This is an optimization exercise on Yosys and OpenROAD, whose aim is small area, not a production implementation. For this run, only the layout was checked, not whether the RTL still works. No activity file was given, so power comes from the tool's default toggle rates.

<file path="flow/config.mk">
export PLATFORM = sky130hd
export DESIGN_NAME = ddr5_req_queue
export DESIGN_NICKNAME = ddr5_req_queue
export VERILOG_FILES = /design/flow/design.v
export SDC_FILE = /design/flow/constraint.sdc
export NUM_CORES = 4
export LEC_CHECK = 0
export CAP_MARGIN = 20
export CORE_MARGIN = 2
export CORE_UTILIZATION = 40
export SLEW_MARGIN = 20
</file>
<file path="flow/constraint.sdc">
create_clock -name core_clock -period 6.0 [get_ports {clock}]
set_input_delay 1.2000 -clock core_clock [delete_from_list [all_inputs] [get_ports {clock}]]
set_output_delay 1.2000 -clock core_clock [all_outputs]
set_load 0.01 [all_outputs]
</file>
<file path="flow/design.v">
package ddr5_req_queue_pkg;
    localparam int REQ_ADDR_W   = 36;
    localparam int REQ_TIME_W   = 64;
    localparam int REQ_CORE_W   = 4;
    localparam int REQ_CH_BITS  = 1;
    localparam int REQ_ROW_BITS = 16;
    localparam int BYTE_SEL_W = 2;
    localparam int COL_LOW_W  = 4;
    localparam int BG_W       = 3;
    localparam int BANK_W     = 2;
    localparam int COL_HIGH_W = 6;
    typedef enum logic [1:0] {
        OP_READ   = 2'd0,
        OP_WRITE  = 2'd1,
        OP_IFETCH = 2'd2
    } op_t;
    typedef struct packed {
        logic [REQ_TIME_W-1:0]   req_time;
        logic [REQ_CORE_W-1:0]   core;
        logic [1:0]              op;       
        logic [REQ_ADDR_W-1:0]   addr;
        logic [BYTE_SEL_W-1:0]   byte_sel;
        logic [COL_LOW_W-1:0]    col_low;
        logic [REQ_CH_BITS-1:0]  channel;
        logic [BG_W-1:0]         bank_group;
        logic [BANK_W-1:0]       bank;
        logic [COL_HIGH_W-1:0]   col_high;
        logic [REQ_ROW_BITS-1:0] row;
    } mapped_req_t;
    localparam int MAPPED_W = REQ_TIME_W + REQ_CORE_W + 2 + REQ_ADDR_W + BYTE_SEL_W + COL_LOW_W +
                               REQ_CH_BITS + BG_W + BANK_W + COL_HIGH_W + REQ_ROW_BITS;
endpackage
import ddr5_req_queue_pkg::*;
module ddr5_addr_map
#(
    parameter int ADDR_W   = REQ_ADDR_W,
    parameter int CH_BITS  = REQ_CH_BITS,
    parameter int ROW_BITS = REQ_ROW_BITS
) (
    input  logic [REQ_TIME_W-1:0] i_time,
    input  logic [REQ_CORE_W-1:0] i_core,
    input  logic [1:0]            i_op,
    input  logic [ADDR_W-1:0]     i_addr,
    output ddr5_req_queue_pkg::mapped_req_t o_req
);
    localparam int CH_LSB   = BYTE_SEL_W + COL_LOW_W;
    localparam int BG_LSB   = CH_LSB + CH_BITS;
    localparam int BANK_LSB = BG_LSB + BG_W;
    localparam int COLH_LSB = BANK_LSB + BANK_W;
    localparam int ROW_LSB  = COLH_LSB + COL_HIGH_W;
    always_comb begin
        o_req            = '0;
        o_req.req_time   = i_time;
        o_req.core       = i_core;
        o_req.op         = i_op;
        o_req.addr       = i_addr;
        o_req.byte_sel   = i_addr[0 +: BYTE_SEL_W];
        o_req.col_low    = i_addr[BYTE_SEL_W +: COL_LOW_W];
        o_req.channel    = i_addr[CH_LSB +: CH_BITS];
        o_req.bank_group = i_addr[BG_LSB +: BG_W];
        o_req.bank       = i_addr[BANK_LSB +: BANK_W];
        o_req.col_high   = i_addr[COLH_LSB +: COL_HIGH_W];
        o_req.row        = i_addr[ROW_LSB +: ROW_BITS];
    end
endmodule
import ddr5_req_queue_pkg::*;
module ddr5_req_queue
#(
    parameter int DEPTH    = 16,
    parameter int ADDR_W   = REQ_ADDR_W,
    parameter int TIME_W   = REQ_TIME_W,
    parameter int CORE_W   = REQ_CORE_W,
    parameter int CH_BITS  = REQ_CH_BITS,
    parameter int ROW_BITS = REQ_ROW_BITS,
    localparam int AW      = $clog2(DEPTH),
    localparam int CW      = AW + 1,
    localparam int NUM_CH  = 2 ** CH_BITS
) (
    input  logic                   clock,
    input  logic                   reset_n,
    input  logic                   flush,
    input  logic                   in_valid,
    output logic                   in_ready,
    input  logic [TIME_W-1:0]      in_time,
    input  logic [CORE_W-1:0]      in_core,
    input  logic [1:0]             in_op,
    input  logic [ADDR_W-1:0]      in_addr,
    output logic                   out_valid,
    input  logic                   out_ready,
    output logic [MAPPED_W-1:0]    out_req,
    output logic [CW-1:0]          count,
    output logic [NUM_CH*CW-1:0]   ch_count,
    output logic                   full,
    output logic                   empty,
    output logic [TIME_W-1:0]      cycle_count
);
    ddr5_req_queue_pkg::mapped_req_t          w_mapped;
    ddr5_req_queue_pkg::mapped_req_t          w_head;
    ddr5_req_queue_pkg::mapped_req_t          r_pend;
    logic [MAPPED_W-1:0]  r_mem [DEPTH];
    logic                 r_pend_valid;
    logic [AW-1:0]        r_wr_ptr;
    logic [AW-1:0]        r_rd_ptr;
    logic [CW-1:0]        r_count;
    logic [CW-1:0]        r_ch_cnt [NUM_CH];
    logic [TIME_W-1:0]    r_cycle;
    logic                 w_accept;
    logic                 w_release;
    logic                 w_push;
    logic                 w_pop;
    logic                 w_full;
    ddr5_addr_map #(
        .ADDR_W   (ADDR_W),
        .CH_BITS  (CH_BITS),
        .ROW_BITS (ROW_BITS)
    ) u_addr_map (
        .i_time (in_time),
        .i_core (in_core),
        .i_op   (in_op),
        .i_addr (in_addr),
        .o_req  (w_mapped)
    );
    assign w_full    = (r_count == CW'(DEPTH));
    assign w_head    = r_mem[r_rd_ptr];
    assign w_pop     = out_valid && out_ready;
    assign w_release = r_pend_valid && (r_pend.req_time <= r_cycle) && (!w_full || w_pop);
    assign w_push    = w_release;
    assign in_ready  = !r_pend_valid || w_release;
    assign w_accept  = in_valid && in_ready;
    assign out_valid   = (r_count != '0);
    assign out_req     = out_valid ? w_head : '0;
    assign count       = r_count;
    assign full        = w_full;
    assign empty       = (r_count == '0);
    assign cycle_count = r_cycle;
    always_comb begin
        ch_count = '0;
        for (int c = 0; c < NUM_CH; c++) ch_count[c*CW +: CW] = r_ch_cnt[c];
    end
    always_ff @(posedge clock) begin
        if (w_push && !flush) r_mem[r_wr_ptr] <= r_pend;
    end
    always_ff @(posedge clock or negedge reset_n) begin
        if (!reset_n) begin
            r_cycle      <= '0;
            r_pend_valid <= 1'b0;
            r_pend       <= '0;
            r_wr_ptr     <= '0;
            r_rd_ptr     <= '0;
            r_count      <= '0;
            for (int c = 0; c < NUM_CH; c++) r_ch_cnt[c] <= '0;
        end else begin
            if (r_cycle != '1) r_cycle <= r_cycle + 1'b1;
            if (flush) begin
                r_pend_valid <= 1'b0;
                r_wr_ptr     <= '0;
                r_rd_ptr     <= '0;
                r_count      <= '0;
                for (int c = 0; c < NUM_CH; c++) r_ch_cnt[c] <= '0;
            end else begin
                if (w_accept) begin
                    r_pend       <= w_mapped;
                    r_pend_valid <= 1'b1;
                end else if (w_release) begin
                    r_pend_valid <= 1'b0;
                end
                if (w_push) r_wr_ptr <= r_wr_ptr + 1'b1;
                if (w_pop)  r_rd_ptr <= r_rd_ptr + 1'b1;
                case ({w_push, w_pop})
                    2'b10:   r_count <= r_count + 1'b1;
                    2'b01:   r_count <= r_count - 1'b1;
                    default: r_count <= r_count;
                endcase
                for (int c = 0; c < NUM_CH; c++) begin
                    if ((w_push && r_pend.channel == CH_BITS'(c)) &&
                        !(w_pop && w_head.channel == CH_BITS'(c)))
                        r_ch_cnt[c] <= r_ch_cnt[c] + 1'b1;
                    else if (!(w_push && r_pend.channel == CH_BITS'(c)) &&
                             (w_pop && w_head.channel == CH_BITS'(c)))
                        r_ch_cnt[c] <= r_ch_cnt[c] - 1'b1;
                end
            end
        end
    end
endmodule
</file>
<file path="flow/run.sh">
#!/bin/bash
# synth_recipe.tcl (not shown) runs the flow's synth.tcl, then flattens the netlist and writes it again
# the make line also repeats each setting of config.mk as NAME=value (left out here)
make -C /OpenROAD-flow-scripts/flow DESIGN_CONFIG=/design/flow/config.mk WORK_HOME=/design/flow/orfs CLKGATE_MAP_FILE= SYNTH_SCRIPT=/design/flow/synth_recipe.tcl finish
</file>
==> notes.md <==
## worst min-delay path by stage
stage,end,slack [ps]
finish,r_pend[101],280
global route,r_pend[101],270
CTS,r_pend[101],240
global placement,r_cycle[59],500
floorplan,r_cycle[59],540
detailed placement,r_cycle[59],510
## cell families (layout without fill, tap and decap cells)
logic type | Yosys count | count (layout) | synth area share
adders and majority gates | 84 | 84 | 0.0144
DFF | 1890 | 1890 | 0.747
other | 0 | 2 | 0
AOI/OAI and AO/OA | 85 | 85 | 0.00712
xor gates and xnor gates | 74 | 74 | 0.00867
muxes | 650 | 650 | 0.180
buffers and inverters | 262 | 893 | 0.0155
and+or+nand+nor | 362 | 362 | 0.0281
## cells in the mapped netlist (all sizes together), types with 2 or more instances
cell / number / share of area
o21ai: 20 / 0.0013
xor2: 4 / 0.00047
mux2: 115 / 0.019
nor4: 8 / 0.00087
mux4: 530 / 0.16
a21o: 6 / 0.00060
nand4: 26 / 0.0022
or2: 4 / 0.00033
fa: 3 / 0.00080
nand2b: 11 / 0.00092
and3: 8 / 0.00067
o211ai: 3 / 0.00037
a21oi: 38 / 0.0025
a221oi: 2 / 0.00023
nor3: 17 / 0.0011
a2bb2oi: 2 / 0.00023
dfrtp: 194 / 0.065
buf: 85 / 0.0066
or4: 8 / 0.00080
or3: 6 / 0.00050
ha: 81 / 0.014
a21boi: 2 / 0.00020
clkbuf: 103 / 0.0052
and4b: 8 / 0.0011
nand2: 41 / 0.0021
nand3: 32 / 0.0021
and4: 17 / 0.0020
mux2i: 5 / 0.00067
and2: 112 / 0.0094
inv: 74 / 0.0037
nor2: 48 / 0.0025
xnor2: 70 / 0.0082
edfxtp: 1696 / 0.68
nor2b: 12 / 0.0010
a211oi: 2 / 0.00020
## flip-flops by register name, indices dropped and copies added, names as in the netlist
register and count:
r_pend 106, r_count 5, r_ch_cnt 10, r_rd_ptr 4, r_cycle 64, r_pend_valid 1, r_mem 1696, r_wr_ptr 4
## per-layer routing
| layer | share of wire | global-route usage | vias up |
|---|---|---|---|
| li1 | - | - | 15000 |
| met1 | 0.43 | 0.280 | 19500 |
| met2 | 0.49 | 0.327 | 1095 |
| met3 | 0.055 | 0.0331 | 235 |
| met4 | 0.024 | 0.0570 | 4 |
| met5 | 0.00014 | 0 | - |
## stage by stage
stage                     total power (W)  utilization  setup WS [ps]
after global placement             0.0239        0.443           1080
after floorplan                    0.0204            -            164
after CTS                          0.0358        0.477           47.6
final                              0.0354        0.477            360
after detailed placement           0.0240        0.443           1020
after global routing               0.0367        0.477           42.2
## power groups by stage
stage	sequential [W]	combinational (W)	clock (W)
6_report	0.0162	0.00737	0.0118
3_5_place_dp	0.0164	0.00756	0
2_1_floorplan	0.0160	0.00438	0
4_1_cts	0.0162	0.00759	0.0121
5_1_grt	0.0163	0.00791	0.0126
3_3_place_gp	0.0164	0.00750	0
## cell type report
type,instances,area [um2]
Sequential cell,1890,55800
Timing Repair Buffer,461,5170
Tap cell,2480,3100
Inverter,74,278
Antenna cell,2,5.00
Clock inverter,93,1010
Clock buffer,265,5290
Fill cell,15300,96900
Multi-Input combinational cell,1255,17900
## worst register-to-register path, cell delays in order, from the launching register on
cell       delay (ps)
dfrtp_1           570
ha_1              440
nand4_1           170
or4_1             770
a21o_1            240
a31oi_1           300
nor4_4            110
buf_4             180
o21ai_0           630
ha_1              380
a21o_1            160
a21oi_1           200
a2bb2oi_1         210
mux2_2            350
## timing repair
item,CTS,global route
endpoints found under the setup margin,0,1
gates resized for setup,0,1
hold buffers,0,0
==> results.toml <==
[clock_network]
cts.path.max_buffers = 3
tritoncts = "yes"
post_cts_buffers = 0
clock_sinks = 1890
cts_buffers = 192
cts-root-buf = "clkbuf_16"
clkTransAtPathRegs_ps = 60
htreeDepth = 4
worst_skew_pair.late_latency_ps = 850

[floorplan]
boundaryPins = 334
row_count = 158
start_util = 0.403
fp.dieW_um = 436
core_area_mm2 = 0.185
die_area_mm2 = 0.190
die_h_um = 436

[setup_path]
crit_end = "in_ready"
cp-startpoint = "r_pend[90]"
critPathKind = "register to output port"
critPathTopFamily = "simple AND/OR/NAND/NOR gates"
path_max_fanout = 18
regToRegStartpoint = "r_pend[90]"
rr_endpoint = "r_ch_cnt[0][4]"
crit_buf_inv = 1
max_stage_delay_ps = 770
cp_data_arrival_time_ps = 4440
reg2reg_slack_ps = 1170
path_depth = 9
cp.required_ps = 4800
crit_path_start_kind = "register"
cp_cell_sequence = "ha_1 -> nand4_1 -> or4_1 -> a21o_1 -> a31oi_1 -> nor4_4 -> nor2_2 -> nand2_1 -> clkdlybuf4s50_1"
worstSetupEndpointType = "output port"
rr_worst_depth = 13
slowest_stage = "or4_1"

[run]
maxCapViolations = 0

[place]
finalWeightedCongestion = 0.785
numPortBuffers = 333
hpwlAfterDp_mm = 108
placed_cell_area_mm2 = 0.0822
dp_cells = 6160

[drt]
antenna_left = 0
wl_per_cell_um = 29.3
drtPass1Iterations = 7
drc = 0
vias = 35800
drtIter0Drc = 3477
drt-total-wl_mm = 191
vias_per_cell = 5.49

[pwr]
power_density_mw_per_mm2 = 399
p_leak_nw = 28.1
p_comb_frac = 0.209
ir_drop_uv = 842
intPower_w = 0.0259
pwr-share-seq = 0.457
switchingPower_w = 0.00942
swShare = 0.267
p_clk_frac = 0.334

[finish]
finalNonFillerCells = 6520
fin_area_mm2 = 0.0885
final_cell_mix = "1696 x edfxtp_1, 530 x mux4_2, 332 x clkdlybuf4s50_1"
layout.nets = 4069
final_layout_size_suffix_gt1_frac = 0.252
syn_to_final_growth_pct = 18.5
layout_commonest_cell = "edfxtp_1"

[sta]
worst_pin_slew_ps = 1190
slew_headroom = 0.197
fmax_mhz = 177
worst_clock_skew_ps = 54.2
final_max_slew_viol_count = 0
rsz0062_at_grt = "no"
min_period_ps = 5640
hold_violations = 0
holdWs_ps = 275
finalSetupTns_ps = 0
timing.final.setup_violations = 0
fin_crit_sh = 0.940

[synth]
synth-async-reset-ratio = 0.103
synth_area_mm2 = 0.0747
ys.warnings.count = 3
ys_seq_area_frac = 0.747
synth.distinct_cells = 60
synth_cells = 3407
ys_ff_latch = 1890
synth_nets = 3602
synth_ff_type = "edfxtp_1"
syn_avg_cell_area_um2 = 21.9
synth_edf_count = 1696

[global_route]
antenna_found_initial = 9
grt_pass1_wl_mm = 274
grt_max_degree = 112
grt_overflow_total = 0
grt_pass1_vias = 37000
grt_usage = 0.201

[status]
status = "finished clean"

[min_path]
hp-class = "input port to asynchronous set/reset pin"

-- port drivers added, routing unchanged --
The results above use ideal ports. As a check the final layout listed here was re-extracted and re-timed, cells and wires unchanged.
Step 1, drivers: a clkbuf_16 drives clock and a buf_2 each remaining input, both assumed.
Step 2 moves the port delays by t, midway between the first and last clock arrival at a register: inputs arrive t later, outputs are due t later. That takes back most of the time a late clock gives input paths.
a / b / c = ideal ports / drivers / drivers and shift; a / b = the first two.
t (ns): 0.903
setup slack, ns: 0.360 / 0.279 / 1.097
worst hold slack (ns): 0.275 / 0.247 / 0.518
pins driven straight from the clock port: 1
After both steps this run still meets setup and hold. For this run, drivers alone change the setup slack by -0.081 ns; drivers and shift together by +0.737 ns.
